This design comes from an exercise in tuning for a short achievable clock period on the open sky130 flow, not from production work.
Function was checked by simulation only, so behaviour that the tests miss may differ from the original.
Power and IR drop assume default switching activity.

$ cat design/flow/design.v
`timescale 1ns/1ns
package core_pkg;
  typedef logic [32-1:0] word_t;
  typedef logic [4:0]            reg_addr_t;
  typedef logic [4:0]            rob_slot_t;
  typedef enum logic [3:0] {
    alu_add      = 4'd0,
    alu_sub      = 4'd1,
    alu_and      = 4'd2,
    alu_or       = 4'd3,
    alu_xor      = 4'd4,
    alu_slt      = 4'd5,
    alu_sltu     = 4'd6,
    alu_sll      = 4'd7,
    alu_srl      = 4'd8,
    alu_sra      = 4'd9,
    alu_pass_op1 = 4'd10
  } alu_fn_e;
  typedef enum logic {
    op0_rs1  = 1'b0,
    op0_zero = 1'b1
  } op0_sel_e;
  typedef enum logic [2:0] {
    op1_rs2   = 3'd0,
    op1_shamt = 3'd1,
    op1_imm_u = 3'd2,
    op1_imm_i = 3'd4,
    op1_imm_s = 3'd5,
    op1_zero  = 3'd6
  } op1_sel_e;
  typedef struct packed {
    logic [6:0] funct7;
    logic [4:0] rs2;
    logic [4:0] rs1;
    logic [2:0] funct3;
    logic [4:0] rd;
    logic [6:0] opcode;
  } inst_r_t;
  typedef struct packed {
    logic [11:0] imm;
    logic [4:0]  rs1;
    logic [2:0]  funct3;
    logic [4:0]  rd;
    logic [6:0]  opcode;
  } inst_i_t;
  typedef struct packed {
    logic [6:0] imm_hi;
    logic [4:0] rs2;
    logic [4:0] rs1;
    logic [2:0] funct3;
    logic [4:0] imm_lo;
    logic [6:0] opcode;
  } inst_s_t;
  typedef struct packed {
    logic [19:0] imm;
    logic [4:0]  rd;
    logic [6:0]  opcode;
  } inst_u_t;
  typedef union packed {
    inst_r_t r;
    inst_i_t i;
    inst_s_t s;
    inst_u_t u;
  } inst_u;
endpackage
`timescale 1ns/1ns
module inst_field_decode (
  input  core_pkg::inst_u     inst_i,
  output core_pkg::reg_addr_t rs1_o,
  output core_pkg::reg_addr_t rs2_o,
  output core_pkg::word_t     shamt_o,
  output core_pkg::word_t     imm_i_o,
  output core_pkg::word_t     imm_s_o,
  output core_pkg::word_t     imm_u_o
);
  assign rs1_o = inst_i.r.rs1;
  assign rs2_o = inst_i.r.rs2;
  assign shamt_o = {{27{1'b0}}, inst_i.r.rs2};
  assign imm_i_o = {{20{inst_i.i.imm[11]}}, inst_i.i.imm};
  assign imm_s_o = {{20{inst_i.s.imm_hi[6]}}, inst_i.s.imm_hi, inst_i.s.imm_lo};
  assign imm_u_o = {inst_i.u.imm, 12'b0};
endmodule
`timescale 1ns/1ns
module ks_adder #(
  parameter bit CIN = 1'b0
) (
  input  logic [31:0] a_i,
  input  logic [31:0] b_i,
  output logic [31:0] sum_o,
  output logic        cout_o
);
  logic [31:0] g [6];
  logic [31:0] t [6];
  logic [31:0] x;
  logic [31:0] c;
  for (genvar i = 0; i < 32; i++) begin : g_gt
    if (i == 0 && CIN) begin : g_cin
      ks_gt_cin u_gt (.a_i (a_i[i]), .b_i (b_i[i]), .g_o (g[0][i]), .t_o (t[0][i]));
    end else begin : g_plain
      ks_gt u_gt (.a_i (a_i[i]), .b_i (b_i[i]), .g_o (g[0][i]), .t_o (t[0][i]));
    end
    ks_xor u_x (.a_i (a_i[i]), .b_i (b_i[i]), .y_o (x[i]));
  end
  for (genvar k = 1; k < 6; k++) begin : g_lvl
    for (genvar i = 0; i < 32; i++) begin : g_bit
      if (i >= (1 << (k - 1))) begin : g_op
        ks_node u_n (
          .gh_i (g[k-1][i]), .th_i (t[k-1][i]),
          .gl_i (g[k-1][i - (1 << (k - 1))]), .tl_i (t[k-1][i - (1 << (k - 1))]),
          .g_o  (g[k][i]), .t_o (t[k][i])
        );
      end else begin : g_pass
        assign g[k][i] = g[k-1][i];
        assign t[k][i] = t[k-1][i];
      end
    end
  end
  assign c      = {g[5][30:0], CIN};
  assign cout_o = g[5][31];
  for (genvar i = 0; i < 32; i++) begin : g_sum
    ks_xor u_s (.a_i (x[i]), .b_i (c[i]), .y_o (sum_o[i]));
  end
endmodule
module ks_gt (
  input  logic a_i,
  input  logic b_i,
  output logic g_o,
  output logic t_o
);
  assign g_o = a_i & b_i;
  assign t_o = a_i | b_i;
endmodule
module ks_gt_cin (
  input  logic a_i,
  input  logic b_i,
  output logic g_o,
  output logic t_o
);
  assign g_o = a_i | b_i;
  assign t_o = a_i | b_i;
endmodule
module ks_xor (
  input  logic a_i,
  input  logic b_i,
  output logic y_o
);
  assign y_o = a_i ^ b_i;
endmodule
module ks_node (
  input  logic gh_i,
  input  logic th_i,
  input  logic gl_i,
  input  logic tl_i,
  output logic g_o,
  output logic t_o
);
  assign g_o = gh_i | (th_i & gl_i);
  assign t_o = th_i & tl_i;
endmodule
module alu_out_sel (
  input  logic s_add_i,
  input  logic add_i,
  input  logic s_sub_i,
  input  logic sub_i,
  input  logic s_sl_i,
  input  logic sl_i,
  input  logic s_sr_i,
  input  logic sr_i,
  input  logic early_i,
  output logic y_o
);
  assign y_o = (s_add_i & add_i) | (s_sub_i & sub_i) | (s_sl_i & sl_i) | (s_sr_i & sr_i) | early_i;
endmodule
module core_alu (
  input  core_pkg::word_t   add_a_i,    
  input  core_pkg::word_t   add_b_i,    
  input  core_pkg::word_t   sub_a_i,    
  input  core_pkg::word_t   sub_nb_i,   
  input  core_pkg::word_t   sl_a_i,     
  input  logic [4:0]        sl_amt_i,   
  input  core_pkg::word_t   sr_a_i,     
  input  logic [4:0]        sr_amt_i,   
  input  logic [10:0]       sel_i,      
  output core_pkg::word_t   result_o
);
  logic [31:0] r_add, r_sub, r_and, r_or, r_xor, r_sll, r_sr;
  logic        add_co, sub_co, lts, ltu, fill;
  ks_adder #(.CIN(1'b0)) u_add (
    .a_i    (add_a_i),
    .b_i    (add_b_i),
    .sum_o  (r_add),
    .cout_o (add_co)
  );
  ks_adder #(.CIN(1'b1)) u_sub (
    .a_i    (sub_a_i),
    .b_i    (sub_nb_i),
    .sum_o  (r_sub),
    .cout_o (sub_co)
  );
  assign ltu = ~sub_co;
  assign lts = (sub_a_i[31] ^ ~sub_nb_i[31]) ? sub_a_i[31] : r_sub[31];
  assign r_and = add_a_i & add_b_i;
  assign r_or  = add_a_i | add_b_i;
  assign r_xor = add_a_i ^ add_b_i;
  assign fill  = sel_i[9] & sr_a_i[31];
  assign r_sll = sl_a_i << sl_amt_i;
  assign r_sr  = 32'({{32{fill}}, sr_a_i} >> sr_amt_i);
  logic [31:0] early;
  assign early = ({32{sel_i[2]}}  & r_and)
               | ({32{sel_i[3]}}  & r_or)
               | ({32{sel_i[4]}}  & r_xor)
               | ({32{sel_i[10]}} & add_b_i)
               | {31'b0, (sel_i[5] & lts) | (sel_i[6] & ltu)};
  for (genvar i = 0; i < 32; i++) begin : g_out
    alu_out_sel u_sel (
      .s_add_i (sel_i[0]), .add_i (r_add[i]),
      .s_sub_i (sel_i[1]), .sub_i (r_sub[i]),
      .s_sl_i  (sel_i[7]), .sl_i  (r_sll[i]),
      .s_sr_i  (sel_i[8] | sel_i[9]), .sr_i (r_sr[i]),
      .early_i (early[i]),
      .y_o     (result_o[i])
    );
  end
endmodule
`timescale 1ns/1ns
module issue_lane (
  input                         clk,
  input                         reset,
  input                         issue_i,
  input  core_pkg::inst_u       inst_i,
  input  core_pkg::op0_sel_e    op0_sel_i,
  input  core_pkg::op1_sel_e    op1_sel_i,
  input  core_pkg::alu_fn_e     alu_fn_i,
  input  core_pkg::rob_slot_t   rob_slot_i,
  output core_pkg::reg_addr_t   rs1_o,
  output core_pkg::reg_addr_t   rs2_o,
  output logic                  ren0_o,     
  output logic                  ren1_o,     
  output core_pkg::word_t       imm_o,      
  input  core_pkg::word_t       rdata0_i,   
  input  core_pkg::word_t       rdata1_i,   
  output logic                  x_valid_o,
  output core_pkg::word_t       op0_o,      
  output core_pkg::word_t       op1_o,
  output logic                  wb_valid_o,
  output core_pkg::word_t       wb_result_o,
  output core_pkg::word_t       wb_rob_o,   
  output logic [31:0]           wb_we_o     
);
  core_pkg::word_t     shamt;
  core_pkg::word_t     imm_i;
  core_pkg::word_t     imm_s;
  core_pkg::word_t     imm_u;
  core_pkg::word_t     imm_mux;
  logic                use_rs1;
  logic                use_rs2;
  logic [10:0]         fn_sel;
  logic [10:0]         x_sel;
  core_pkg::rob_slot_t x_slot;
  core_pkg::word_t     x_add_a, x_add_b, x_sub_a, x_sub_nb, x_sl_a, x_sr_a;
  logic [4:0]          x_sl_amt, x_sr_amt;
  core_pkg::word_t     alu_out;
  inst_field_decode u_decode (
    .inst_i  (inst_i),
    .rs1_o   (rs1_o),
    .rs2_o   (rs2_o),
    .shamt_o (shamt),
    .imm_i_o (imm_i),
    .imm_s_o (imm_s),
    .imm_u_o (imm_u)
  );
  always_comb begin
    case (op1_sel_i)
      core_pkg::op1_shamt: imm_mux = shamt;
      core_pkg::op1_imm_u: imm_mux = imm_u;
      core_pkg::op1_imm_i: imm_mux = imm_i;
      core_pkg::op1_imm_s: imm_mux = imm_s;
      default:             imm_mux = '0;
    endcase
  end
  assign use_rs1 = (op0_sel_i == core_pkg::op0_rs1);
  assign use_rs2 = (op1_sel_i == core_pkg::op1_rs2);
  assign ren0_o = use_rs1;
  assign ren1_o = use_rs2;
  assign imm_o = imm_mux;
  assign op0_o = rdata0_i;
  assign op1_o = rdata1_i;
  always_comb begin
    fn_sel = '0;
    for (int f = 0; f < 11; f++) begin
      fn_sel[f] = (alu_fn_i == 4'(f));
    end
  end
  always_ff @(posedge clk) begin
    if (reset) begin
      x_valid_o <= 1'b0;
    end else begin
      x_valid_o <= issue_i;
    end
    x_add_a  <= op0_o;
    x_add_b  <= op1_o;
    x_sub_a  <= op0_o & {32{~reset}};
    x_sub_nb <= ~op1_o;
    x_sl_a   <= op0_o & {32{issue_i}};
    x_sl_amt <= op1_o[4:0] & {5{issue_i}};
    x_sr_a   <= op0_o & {32{issue_i & ~reset}};
    x_sr_amt <= op1_o[4:0] & {5{issue_i & ~reset}};
    x_sel    <= fn_sel;
    x_slot   <= rob_slot_i;
  end
  core_alu u_alu (
    .add_a_i  (x_add_a),
    .add_b_i  (x_add_b),
    .sub_a_i  (x_sub_a),
    .sub_nb_i (x_sub_nb),
    .sl_a_i   (x_sl_a),
    .sl_amt_i (x_sl_amt),
    .sr_a_i   (x_sr_a),
    .sr_amt_i (x_sr_amt),
    .sel_i    (x_sel),
    .result_o (alu_out)
  );
  always_ff @(posedge clk) begin
    if (reset) begin
      wb_valid_o <= 1'b0;
    end else begin
      wb_valid_o <= x_valid_o;
    end
    wb_result_o <= alu_out;
    wb_rob_o    <= alu_out & {32{x_valid_o}};
    for (int e = 0; e < 32; e++) begin
      wb_we_o[e] <= !reset && x_valid_o && (x_slot == 5'(e));
    end
  end
endmodule
`timescale 1ns/1ns
module lg_leaf #(
  parameter bit SGN = 1'b0
) (
  input  logic a_i,
  input  logic b_i,
  output logic l_o,
  output logic e_o
);
  lg_leaf_l #(.SGN(SGN)) u_l (.a_i (a_i), .b_i (b_i), .l_o (l_o));
  lg_leaf_e u_e (.a_i (a_i), .b_i (b_i), .e_o (e_o));
endmodule
module lg_leaf_l #(
  parameter bit SGN = 1'b0
) (
  input  logic a_i,
  input  logic b_i,
  output logic l_o
);
  assign l_o = SGN ? (a_i & ~b_i) : (~a_i & b_i);
endmodule
module lg_leaf_e (
  input  logic a_i,
  input  logic b_i,
  output logic e_o
);
  assign e_o = ~(a_i ^ b_i);
endmodule
module lg_node_hl (
  input  logic lh_i,
  input  logic eh_i,
  input  logic ll_i,
  input  logic el_i,
  output logic nl_o,
  output logic ne_o
);
  assign nl_o = ~(lh_i | (eh_i & ll_i));
  assign ne_o = ~(eh_i & el_i);
endmodule
module lg_node_lh (
  input  logic nlh_i,
  input  logic neh_i,
  input  logic nll_i,
  input  logic nel_i,
  output logic l_o,
  output logic e_o
);
  assign l_o = ~(nlh_i & (neh_i | nll_i));
  assign e_o = ~(neh_i | nel_i);
endmodule
module lg_tree16 #(
  parameter bit SGN = 1'b0
) (
  input  logic [15:0] a_i,
  input  logic [15:0] b_i,
  output logic        l_o,
  output logic        e_o
);
  logic [15:0] l0, e0;
  logic [7:0]  nl1, ne1;
  logic [3:0]  l2, e2;
  logic [1:0]  nl3, ne3;
  for (genvar i = 0; i < 16; i++) begin : g_leaf
    lg_leaf #(.SGN(SGN && i == 15)) u_leaf (.a_i (a_i[i]), .b_i (b_i[i]), .l_o (l0[i]), .e_o (e0[i]));
  end
  for (genvar i = 0; i < 8; i++) begin : g_l1
    lg_node_hl u_n (.lh_i (l0[2*i+1]), .eh_i (e0[2*i+1]), .ll_i (l0[2*i]), .el_i (e0[2*i]),
                    .nl_o (nl1[i]), .ne_o (ne1[i]));
  end
  for (genvar i = 0; i < 4; i++) begin : g_l2
    lg_node_lh u_n (.nlh_i (nl1[2*i+1]), .neh_i (ne1[2*i+1]), .nll_i (nl1[2*i]), .nel_i (ne1[2*i]),
                    .l_o (l2[i]), .e_o (e2[i]));
  end
  for (genvar i = 0; i < 2; i++) begin : g_l3
    lg_node_hl u_n (.lh_i (l2[2*i+1]), .eh_i (e2[2*i+1]), .ll_i (l2[2*i]), .el_i (e2[2*i]),
                    .nl_o (nl3[i]), .ne_o (ne3[i]));
  end
  lg_node_lh u_n4 (.nlh_i (nl3[1]), .neh_i (ne3[1]), .nll_i (nl3[0]), .nel_i (ne3[0]),
                   .l_o (l_o), .e_o (e_o));
endmodule
module lg_flags (
  input  logic lh_i,
  input  logic eh_i,
  input  logic ll_i,
  input  logic el_i,
  output logic lt_o,
  output logic ge_o
);
  assign lt_o = lh_i | (eh_i & ll_i);
  assign ge_o = ~(lh_i | (eh_i & ll_i));
endmodule
module lg_eq (
  input  logic eh_i,
  input  logic el_i,
  output logic eq_o,
  output logic ne_o
);
  assign eq_o = eh_i & el_i;
  assign ne_o = ~(eh_i & el_i);
endmodule
module branch_cond_unit (
  input                   clk,
  input  core_pkg::word_t op0_i,
  input  core_pkg::word_t op1_i,
  output logic            eq_o,
  output logic            ne_o,
  output logic            lt_o,
  output logic            ltu_o,
  output logic            ge_o,
  output logic            geu_o
);
  logic l_hi_u, l_hi_s, e_hi, l_lo, e_lo;
  logic x_l_hi_u, x_l_hi_s, x_e_hi, x_l_lo, x_e_lo;
  lg_tree16 #(.SGN(1'b0)) u_hi_u (.a_i (op0_i[31:16]), .b_i (op1_i[31:16]), .l_o (l_hi_u), .e_o (e_hi));
  lg_tree16 #(.SGN(1'b1)) u_hi_s (.a_i (op0_i[31:16]), .b_i (op1_i[31:16]), .l_o (l_hi_s), .e_o ());
  lg_tree16 #(.SGN(1'b0)) u_lo   (.a_i (op0_i[15:0]),  .b_i (op1_i[15:0]),  .l_o (l_lo),   .e_o (e_lo));
  always_ff @(posedge clk) begin
    x_l_hi_u <= l_hi_u;
    x_l_hi_s <= l_hi_s;
    x_e_hi   <= e_hi;
    x_l_lo   <= l_lo;
    x_e_lo   <= e_lo;
  end
  lg_flags u_fu (.lh_i (x_l_hi_u), .eh_i (x_e_hi), .ll_i (x_l_lo), .el_i (x_e_lo), .lt_o (ltu_o), .ge_o (geu_o));
  lg_flags u_fs (.lh_i (x_l_hi_s), .eh_i (x_e_hi), .ll_i (x_l_lo), .el_i (x_e_lo), .lt_o (lt_o), .ge_o (ge_o));
  lg_eq    u_eq (.eh_i (x_e_hi), .el_i (x_e_lo), .eq_o (eq_o), .ne_o (ne_o));
endmodule
`timescale 1ns/1ns
module core_regfile (
  input                       clk,
  input                       reset,
  input  core_pkg::reg_addr_t raddr0_i,
  input  core_pkg::reg_addr_t raddr1_i,
  input  core_pkg::reg_addr_t raddr2_i,
  input  core_pkg::reg_addr_t raddr3_i,
  input                       ren0_i,
  input                       ren1_i,
  input                       ren2_i,
  input                       ren3_i,
  input  core_pkg::word_t     rx0_i,       
  input  core_pkg::word_t     rx1_i,       
  input  core_pkg::word_t     rx2_i,
  input  core_pkg::word_t     rx3_i,
  output core_pkg::word_t     rdata0_o,
  output core_pkg::word_t     rdata1_o,
  output core_pkg::word_t     rdata2_o,
  output core_pkg::word_t     rdata3_o,
  input                       wen0_i,
  input                       wen1_i,
  input  core_pkg::reg_addr_t waddr0_i,
  input  core_pkg::reg_addr_t waddr1_i,
  input  core_pkg::word_t     wdata0_i,
  input  core_pkg::word_t     wdata1_i
);
  localparam int N = 32;
  logic [N-1:1]        pm0, pm1;       
  logic [N-1:1]        pm_any;         
  logic                pv0, pv1;       
  core_pkg::reg_addr_t pa0, pa1;       
  core_pkg::word_t     pd0, pd1;       
  logic                same;
  assign same = wen1_i && (waddr1_i == waddr0_i);
  always_ff @(posedge clk) begin
    pv0 <= !reset && wen0_i && (waddr0_i != '0) && !same;
    pv1 <= !reset && wen1_i && (waddr1_i != '0);
    pa0 <= waddr0_i;
    pa1 <= waddr1_i;
    pd0 <= wdata0_i;
    pd1 <= wdata1_i;
    for (int r = 1; r < N; r++) begin
      pm0[r]    <= !reset && wen0_i && (waddr0_i == r) && !same;
      pm1[r]    <= !reset && wen1_i && (waddr1_i == r);
      pm_any[r] <= !reset && ((wen0_i && (waddr0_i == r)) || (wen1_i && (waddr1_i == r)));
    end
  end
  logic [N-1:0][31:0] rv;
  logic [N-1:0][31:0] rvh;       
  assign rv[0]  = '0;
  assign rvh[0] = '0;
  for (genvar r = 1; r < N; r++) begin : g_reg
    logic [31:0] q;
    logic        s1, s0, sh;
    assign s1 = !reset && pm1[r];
    assign s0 = !reset && pm0[r];
    assign sh = !reset && !pm_any[r];
    always_ff @(posedge clk) begin
      q <= ({32{s1}} & pd1) | ({32{s0}} & pd0) | ({32{sh}} & q);
    end
    assign rv[r]  = q;
    assign rvh[r] = q & {32{~pm_any[r]}};
  end
  rf_read_port #(.N(N)) u_rd0 (
    .v_i (rvh), .a_i (raddr0_i), .en_i (ren0_i),
    .v0_i (pv0), .a0_i (pa0), .d0_i (pd0), .v1_i (pv1), .a1_i (pa1), .d1_i (pd1),
    .x_i (rx0_i), .d_o (rdata0_o)
  );
  rf_read_port #(.N(N)) u_rd1 (
    .v_i (rvh), .a_i (raddr1_i), .en_i (ren1_i),
    .v0_i (pv0), .a0_i (pa0), .d0_i (pd0), .v1_i (pv1), .a1_i (pa1), .d1_i (pd1),
    .x_i (rx1_i), .d_o (rdata1_o)
  );
  rf_read_port #(.N(N)) u_rd2 (
    .v_i (rvh), .a_i (raddr2_i), .en_i (ren2_i),
    .v0_i (pv0), .a0_i (pa0), .d0_i (pd0), .v1_i (pv1), .a1_i (pa1), .d1_i (pd1),
    .x_i (rx2_i), .d_o (rdata2_o)
  );
  rf_read_port #(.N(N)) u_rd3 (
    .v_i (rvh), .a_i (raddr3_i), .en_i (ren3_i),
    .v0_i (pv0), .a0_i (pa0), .d0_i (pd0), .v1_i (pv1), .a1_i (pa1), .d1_i (pd1),
    .x_i (rx3_i), .d_o (rdata3_o)
  );
endmodule
module rf_read_port #(
  parameter int N = 32
) (
  input  logic [N-1:0][31:0] v_i,
  input  logic [4:0]         a_i,
  input  logic               en_i,
  input  logic               v0_i,
  input  logic [4:0]         a0_i,
  input  logic [31:0]        d0_i,
  input  logic               v1_i,
  input  logic [4:0]         a1_i,
  input  logic [31:0]        d1_i,
  input  logic [31:0]        x_i,       
  output logic [31:0]        d_o
);
  logic [3:0][7:0]   hi;        
  logic [3:0][3:0]   lo;
  logic [1:0]        sp;
  logic [3:0][31:0]  grp;
  for (genvar q = 0; q < 4; q++) begin : g_hi
    rp_dec3  u_hi (.a_i (a_i[4:2]), .y_o (hi[q]));
    rp_dec2e u_lo (.a_i (a_i[1:0]), .en_i (en_i), .y_o (lo[q]));
  end
  rp_match u_m0 (.a_i (a_i), .en_i (en_i), .v_i (v0_i), .b_i (a0_i), .y_o (sp[0]));
  rp_match u_m1 (.a_i (a_i), .en_i (en_i), .v_i (v1_i), .b_i (a1_i), .y_o (sp[1]));
  for (genvar b = 0; b < 32; b++) begin : g_bit
    for (genvar k = 0; k < 4; k++) begin : g_grp
      rp_sel8 u_sel (
        .s_i (hi[b/8]),
        .d_i ({v_i[28+k][b], v_i[24+k][b], v_i[20+k][b], v_i[16+k][b],
               v_i[12+k][b], v_i[8+k][b], v_i[4+k][b], v_i[k][b]}),
        .y_o (grp[k][b])
      );
    end
    rp_sel6x u_out (
      .s_i ({sp, lo[b/8]}),
      .d_i ({d1_i[b], d0_i[b], grp[3][b], grp[2][b], grp[1][b], grp[0][b]}),
      .x_i (x_i[b]),
      .y_o (d_o[b])
    );
  end
endmodule
module rp_dec3 (
  input  logic [2:0] a_i,
  output logic [7:0] y_o
);
  for (genvar j = 0; j < 8; j++) begin : g_j
    assign y_o[j] = (a_i == 3'(j));
  end
endmodule
module rp_dec2e (
  input  logic [1:0] a_i,
  input  logic       en_i,
  output logic [3:0] y_o
);
  for (genvar k = 0; k < 4; k++) begin : g_k
    assign y_o[k] = en_i & (a_i == 2'(k));
  end
endmodule
module rp_match (
  input  logic [4:0] a_i,
  input  logic       en_i,
  input  logic       v_i,
  input  logic [4:0] b_i,
  output logic       y_o
);
  assign y_o = en_i & v_i & (a_i == b_i);
endmodule
module rp_sel8 (
  input  logic [7:0] s_i,
  input  logic [7:0] d_i,
  output logic       y_o
);
  assign y_o = |(s_i & d_i);
endmodule
module rp_sel6x (
  input  logic [5:0] s_i,
  input  logic [5:0] d_i,
  input  logic       x_i,
  output logic       y_o
);
  assign y_o = |(s_i & d_i) | x_i;
endmodule
`timescale 1ns/1ns
module rob_data_buffer (
  input                       clk,
  input  logic [31:0]         fill0_we_i,    
  input  logic [31:0]         fill1_we_i,    
  input  core_pkg::word_t     fill0_data_i,
  input  core_pkg::word_t     fill1_data_i,
  input  core_pkg::rob_slot_t read0_slot_i,
  input  core_pkg::rob_slot_t read1_slot_i,
  output core_pkg::word_t     read0_data_o,
  output core_pkg::word_t     read1_data_o
);
  localparam int N = 32;
  logic [N-1:0][31:0] mem;
  for (genvar e = 0; e < N; e++) begin : g_ent
    logic [31:0] q;
    logic        s1, s0, sh;
    assign s1 = fill1_we_i[e];
    assign s0 = fill0_we_i[e] && !fill1_we_i[e];
    assign sh = !fill1_we_i[e] && !fill0_we_i[e];
    always_ff @(posedge clk) begin
      q <= ({32{s1}} & fill1_data_i) | ({32{s0}} & fill0_data_i) | ({32{sh}} & q);
    end
    assign mem[e]  = q;
  end
  rob_read_port u_rd0 (.v_i (mem), .a_i (read0_slot_i), .d_o (read0_data_o));
  rob_read_port u_rd1 (.v_i (mem), .a_i (read1_slot_i), .d_o (read1_data_o));
endmodule
module rob_read_port (
  input  logic [31:0][31:0] v_i,
  input  logic [4:0]        a_i,
  output logic [31:0]       d_o
);
  logic [7:0]       hi;
  logic [3:0]       lo;
  logic [3:0][31:0] grp;
  rp_dec3  u_hi (.a_i (a_i[4:2]), .y_o (hi));
  rp_dec2e u_lo (.a_i (a_i[1:0]), .en_i (1'b1), .y_o (lo));
  for (genvar b = 0; b < 32; b++) begin : g_bit
    for (genvar k = 0; k < 4; k++) begin : g_grp
      rp_sel8 u_sel (
        .s_i (hi),
        .d_i ({v_i[28+k][b], v_i[24+k][b], v_i[20+k][b], v_i[16+k][b],
               v_i[12+k][b], v_i[8+k][b], v_i[4+k][b], v_i[k][b]}),
        .y_o (grp[k][b])
      );
    end
    rp_sel4 u_out (
      .s_i (lo),
      .d_i ({grp[3][b], grp[2][b], grp[1][b], grp[0][b]}),
      .y_o (d_o[b])
    );
  end
endmodule
module rp_sel4 (
  input  logic [3:0] s_i,
  input  logic [3:0] d_i,
  output logic       y_o
);
  assign y_o = |(s_i & d_i);
endmodule
`timescale 1ns/1ns
module dual_issue_dpath (
  input                       clk,
  input                       reset,
  input                       issue_i,
  input  core_pkg::inst_u     inst_a_i,
  input  core_pkg::inst_u     inst_b_i,
  input  core_pkg::op0_sel_e  op0_sel_a_i,
  input  core_pkg::op0_sel_e  op0_sel_b_i,
  input  core_pkg::op1_sel_e  op1_sel_a_i,
  input  core_pkg::op1_sel_e  op1_sel_b_i,
  input  core_pkg::alu_fn_e   alu_fn_a_i,
  input  core_pkg::alu_fn_e   alu_fn_b_i,
  input  core_pkg::rob_slot_t rob_slot_a_i,
  input  core_pkg::rob_slot_t rob_slot_b_i,
  input                       commit1_en_i,
  input  core_pkg::rob_slot_t commit1_slot_i,
  input  core_pkg::reg_addr_t commit1_waddr_i,
  input                       commit2_en_i,
  input  core_pkg::rob_slot_t commit2_slot_i,
  input  core_pkg::reg_addr_t commit2_waddr_i,
  output logic                branch_valid_o,
  output logic                br_eq_o,
  output logic                br_ne_o,
  output logic                br_lt_o,
  output logic                br_ltu_o,
  output logic                br_ge_o,
  output logic                br_geu_o,
  output logic                wb_valid_o,
  output core_pkg::word_t     result_a_o,
  output core_pkg::word_t     result_b_o
);
  core_pkg::reg_addr_t rs1_a;
  core_pkg::reg_addr_t rs2_a;
  core_pkg::reg_addr_t rs1_b;
  core_pkg::reg_addr_t rs2_b;
  logic                ren0_a, ren1_a, ren0_b, ren1_b;
  core_pkg::word_t     imm_a, imm_b;
  core_pkg::word_t     rdata0_a;
  core_pkg::word_t     rdata1_a;
  core_pkg::word_t     rdata0_b;
  core_pkg::word_t     rdata1_b;
  core_pkg::word_t     op0_a;
  core_pkg::word_t     op1_a;
  core_pkg::word_t     rob_a;
  core_pkg::word_t     rob_b;
  logic      wb_valid_b;
  logic [31:0]         wb_we_a;
  logic [31:0]         wb_we_b;
  core_pkg::word_t     commit1_data;
  core_pkg::word_t     commit2_data;
  issue_lane lane_a (
    .clk         (clk),
    .reset       (reset),
    .issue_i     (issue_i),
    .inst_i      (inst_a_i),
    .op0_sel_i   (op0_sel_a_i),
    .op1_sel_i   (op1_sel_a_i),
    .alu_fn_i    (alu_fn_a_i),
    .rob_slot_i  (rob_slot_a_i),
    .rs1_o       (rs1_a),
    .rs2_o       (rs2_a),
    .ren0_o      (ren0_a),
    .ren1_o      (ren1_a),
    .imm_o       (imm_a),
    .rdata0_i    (rdata0_a),
    .rdata1_i    (rdata1_a),
    .x_valid_o   (branch_valid_o),
    .op0_o       (op0_a),
    .op1_o       (op1_a),
    .wb_valid_o  (wb_valid_o),
    .wb_result_o (result_a_o),
    .wb_rob_o    (rob_a),
    .wb_we_o     (wb_we_a)
  );
  issue_lane lane_b (
    .clk         (clk),
    .reset       (reset),
    .issue_i     (issue_i),
    .inst_i      (inst_b_i),
    .op0_sel_i   (op0_sel_b_i),
    .op1_sel_i   (op1_sel_b_i),
    .alu_fn_i    (alu_fn_b_i),
    .rob_slot_i  (rob_slot_b_i),
    .rs1_o       (rs1_b),
    .rs2_o       (rs2_b),
    .ren0_o      (ren0_b),
    .ren1_o      (ren1_b),
    .imm_o       (imm_b),
    .rdata0_i    (rdata0_b),
    .rdata1_i    (rdata1_b),
    .x_valid_o   (),
    .op0_o       (),
    .op1_o       (),
    .wb_valid_o  (wb_valid_b),
    .wb_result_o (result_b_o),
    .wb_rob_o    (rob_b),
    .wb_we_o     (wb_we_b)
  );
  branch_cond_unit u_branch (
    .clk   (clk),
    .op0_i (op0_a),
    .op1_i (op1_a),
    .eq_o  (br_eq_o),
    .ne_o  (br_ne_o),
    .lt_o  (br_lt_o),
    .ltu_o (br_ltu_o),
    .ge_o  (br_ge_o),
    .geu_o (br_geu_o)
  );
  core_regfile u_regfile (
    .clk      (clk),
    .reset    (reset),
    .raddr0_i (rs1_a),
    .raddr1_i (rs2_a),
    .raddr2_i (rs1_b),
    .raddr3_i (rs2_b),
    .ren0_i   (ren0_a),
    .ren1_i   (ren1_a),
    .ren2_i   (ren0_b),
    .ren3_i   (ren1_b),
    .rx0_i    ('0),
    .rx1_i    (imm_a),
    .rx2_i    ('0),
    .rx3_i    (imm_b),
    .rdata0_o (rdata0_a),
    .rdata1_o (rdata1_a),
    .rdata2_o (rdata0_b),
    .rdata3_o (rdata1_b),
    .wen0_i   (commit1_en_i),
    .wen1_i   (commit2_en_i),
    .waddr0_i (commit1_waddr_i),
    .waddr1_i (commit2_waddr_i),
    .wdata0_i (commit1_data),
    .wdata1_i (commit2_data)
  );
  rob_data_buffer u_rob (
    .clk          (clk),
    .fill0_we_i   (wb_we_a),
    .fill1_we_i   (wb_we_b),
    .fill0_data_i (rob_a),
    .fill1_data_i (rob_b),
    .read0_slot_i (commit1_slot_i),
    .read1_slot_i (commit2_slot_i),
    .read0_data_o (commit1_data),
    .read1_data_o (commit2_data)
  );
endmodule
$ cat design/flow/flow/run.sh
#!/bin/bash
set -euo pipefail
bash standard.sh SETUP_SLACK_MARGIN=5.6 finish > standard_flow.log 2>&1
$ cat design/flow/standard.sh
#!/bin/bash
# synth_recipe.tcl (not shown) runs the flow's synth.tcl, then flattens the netlist and writes it again
# the make line also repeats each setting of config.mk as NAME=value (left out here)
make -C /OpenROAD-flow-scripts/flow DESIGN_CONFIG=/design/flow/config.mk WORK_HOME=/design/flow/orfs CLKGATE_MAP_FILE= SYNTH_SCRIPT=/design/flow/synth_recipe.tcl "${@:-finish}"
$ cat design/flow/config.mk
export PLATFORM = sky130hd
export DESIGN_NAME = dual_issue_dpath
export DESIGN_NICKNAME = dual_issue_dpath
export VERILOG_FILES = /design/flow/design.v
export SDC_FILE = /design/flow/constraint.sdc
export NUM_CORES = 4
export LEC_CHECK = 0
export CAP_MARGIN = 50
export CELL_PAD_IN_SITES_DETAIL_PLACEMENT = 1
export CELL_PAD_IN_SITES_GLOBAL_PLACEMENT = 1
export CORE_MARGIN = 2
export CORE_UTILIZATION = 30
export PLACE_DENSITY = 0.62
export SLEW_MARGIN = 70
export SYNTH_HIERARCHICAL = 1
$ cat design/flow/constraint.sdc
create_clock -name core_clock -period 9.0 [get_ports {clk}]
set_input_delay 1.8000 -clock core_clock [delete_from_list [all_inputs] [get_ports {clk}]]
set_output_delay 1.8000 -clock core_clock [all_outputs]
set_load 0.01 [all_outputs]
==> run summary <==
## worst max-delay path: cells and delay by family
kind	cells	cell delay, ns
AOI/OAI and AO/OA	6	1.12
xor gates and xnor gates	1	0.15
buffers and inverters	5	0.97
and+or+nand+nor	3	0.65
## metal layers
layer / wire (um) / up-vias / track usage (%)
met5: 757 / - / 1.14
met4: 99800 / 70 / 26.1
met3: 140000 / 4634 / 13.4
met2: 429000 / 14800 / 49.4
met1: 395000 / 95400 / 42.0
li1: - / 75700 / -
## power by group through the flow
stage | Clock (mW) | Combinational [mW] | Sequential, mW
final | 14.7 | 5.24 | 13.2
after global routing | 15.2 | 5.29 | 13.2
after CTS | 14.7 | 4.79 | 13.2
after detailed placement | 0 | 4.50 | 13.4
after global placement | 0 | 4.16 | 13.5
after floorplan | 0 | 2.48 | 13.3
## layout make-up
type | instances | area (sq um) | area share (%)
multi-input cells | 14900 | 109000 | 50.7
flip-flops and latches | 2821 | 57200 | 26.7
repair buffers | 1826 | 26500 | 12.4
clock buffers | 478 | 9640 | 4.50
well taps | 7533 | 9430 | 4.39
clock inverters | 129 | 1740 | 0.813
inverters | 217 | 817 | 0.381
diodes | 200 | 500 | 0.233
## path summary, 6_finish.rpt
| check | startpoint | endpoint | slack, ns | cells after the start |
|---|---|---|---|---|
| setup / recovery | inst_a_i[17] | u_branch.x_l_hi_u$_DFF_P_ | 5.12 | 15 |
| hold / removal | lane_b.wb_we_o[1]$_DFF_P_ | u_rob.g_ent[1].q[19]$_DFF_P_ | 0.50 | 2 |
| setup reg to reg | u_regfile.pm_any[21]$_DFF_P_ | u_branch.x_l_lo$_DFF_P_ | 5.39 | 13 |
| hold reg to reg | lane_b.wb_we_o[1]$_DFF_P_ | u_rob.g_ent[1].q[19]$_DFF_P_ | 0.50 | 2 |
## repair_timing
action,4_1_cts,5_1_grt
cloned,38,18
pin swaps,143,161
setup endpoints to repair,392,241
resized for setup,755,332
setup buffers,231,109
==> run summary <==
- The part of the total power dissipated in the clock network is 44.3%.
- The worst path needs 3.88 ns of the cycle, external delays included.
- The slowest stage of the critical path belongs to the cell sky130_fd_sc_hd__a222oi_1.
- After detailed routing, the average wire length per cell comes to 37.9 um.
- The static leakage power is 76.1 nW.
- The worst hold-check path type is flip-flop to flip-flop.
- Summed over all nets, the switching power comes to 10.1 mW.
- The count of warnings emitted by yosys is 20.
- The total count of max-transition violations in the final report is 0.
- The number of DRC markers in iteration 0 is 32300.
- The largest registers in the layout are u_rob.g_ent.q: 1024 flops, u_regfile.g.q: 992 flops.
- The die outline width is 758 um.
- Synthesis handed over a netlist of 19400 instances.
- The number of endpoints failing setup at the final stage is 0.
- The share of total power dissipated in combinational logic is 15.8%.
- The core utilization of the finished layout is 37.8%.
- The wire length of the first global-routing pass is 1440000 um.
- The run finished with no timing, DRC or antenna violations.
- The critical path start-end classification is input pin to flip-flop.
- The number of placement rows is 277.
- The total CTS buffers is 331.
- The number of levels in the clock H-tree is 5.
- Clock skew on the completed layout was measured at 0.119 ns.
- The internal power consumption is 23.0 mW.
- The net count of the finished layout is 20400.
- Ranked by flip-flop count, first place goes to u_rob.g_ent.q.
- The detailed router placed 191000 vias in this run.
- The number of clock sinks is 2821.
- For this run, the slowest stage of the critical path takes 0.41 ns.
- Detailed placement ended at an HPWL of 701000 um.
- The number of hold violations in the final report is 0.
- At the end of routability-driven placement, the weighted congestion stood at 0.978.
- The starting density of the core is 30.1%.
- Leaving out fill and tap cells, the most frequent cells in the layout are 3236 x sky130_fd_sc_hd__a22oi_1, 2572 x sky130_fd_sc_hd__dfxtp_1, 1289 x sky130_fd_sc_hd__nand2_1.
- The worst setup path is launched from an input pin.
- The slew at the pin closest to its max-slew limit is 0.614 ns.
- Measured along the y axis, the die boundary spans 758 um.
- The switching power as a share of total power is 30.6%.
- Along the worst path, the maximum fanout reaches 8.
- Entering global routing, the biggest net connects 67 pins.
- STA puts the critical path data arrival time at 4.78 ns.
- The flip-flop count of the largest register after layout is 1024.
- The worst slack on hold paths is 0.500 ns.
- Of the available clock period, the critical path in the final layout requires 43.1%.
- The number of fill cells is 64400.
- The number of global-route vias before repair is 181000.
- After routing the design area is 214000 sq um.
- The die area is 575000 sq um.
- The summed negative setup slack over all endpoints is 0 ns.
- Relative to the synthesized area, the layout overhead comes to 25.6%.
- The residual DRC count is 0.
- The remaining number of nets flagged by the antenna check after routing is 0.
- STA puts the critical path data required time at 9.90 ns.
- The worst slew margin relative to its limit is 59.0%.
- The clock insertion delay at the later pin of the skew report is 1.08 ns.
- The placeable core region is 568000 sq um.
- Once routing completed, OpenROAD measured the worst setup slack at 5.12 ns.
- Dividing the detail-routed via count by the number of cells gives 6.78.
- The number of buffers on the longest clock path is 4.
- Clock-pin slew was measured on the worst setup and hold paths at 0.06 ns.
- STA classifies the critical path endpoint as a flip-flop.
- The overall power is 33.1 mW.
- The buffer cell driving the clock tree root is sky130_fd_sc_hd__clkbuf_16.
- The peak ir drop on the vdd network is 0.173 mV.
- For this design, the CTS-stage hold fixing added 0 buffers.
- TritonCTS built the clock tree.
- Of the total power, registers draw 39.9%.
- Once placement finished, the instance area stood at 193000 sq um.
- For this block, the routed nets add up to 1070000 um of wire.
- The post-synthesis average cell area is 8.80 sq um.
- The library cell used most frequently in the layout, excluding fill and tap cells, is sky130_fd_sc_hd__a22oi_1.
- Global routing used 34.7% of the available tracks.
- Across the run, the number of max-cap violations was 0.
- The post-route netlist has 19.7% of its cells at a drive strength greater than 1.
- The finished layout holds 28100 standard cells, fillers aside.
- The I/O pin count is 187.
- Derived from the worst setup path, the maximum achievable clock frequency is 258 MHz.
- OpenSTA, run right after detailed placement, puts the worst setup slack at 3.34 ns.
- After synthesis the cells add up to 171000 sq um.
- The number of port buffers is 172.
- In this run, placement finished with an instance count of 26900.
- The count of TritonRoute iterations in the first routing pass is 13.
- Setup repair after global routing could not meet its margin everywhere.
- The initial antenna violation count came to 129.
- Walking the worst path, the cells encountered are buf_16, buf_16, and3b_2, buf_12, a22oi_2, nand4_1, a222oi_1, buf_2, nand3_2, buf_12, xnor2_4, a21oi_2, o21ai_2, a21oi_2, o21ai_2.
- Summed over all layers, the global routing overflow is 0.
- For this design the ratio of total power to cell area is 154 nW/um^2.

==> re-timing with driven ports <==
The results above use ideal ports. As a check the final layout listed here was re-extracted and re-timed, cells and wires unchanged.
Step 1: set_driving_cell puts a clkbuf_16 on clk and a buf_2 on each other input, an assumption about the parent block.
Step 2 times the ports against the registers' clock, not the clock port: input delays grow and output delays shrink by t, the midpoint of the rising clock arrivals with the driver on.
Three values: ideal, step 1, step 2; two values: the first two.
shift t [ns]: 1.147
setup slack, ns: 5.122 / 4.962 / 3.816
worst setup path at the end: input to register
clock arrival spread, ns: 0.126 / 0.127
slew at the worst register clock pin (ns): 0.08 / 0.08
After both steps setup and hold are still met in this run. For this run, drivers alone change the setup slack by -0.160 ns; drivers and shift together by -1.306 ns.
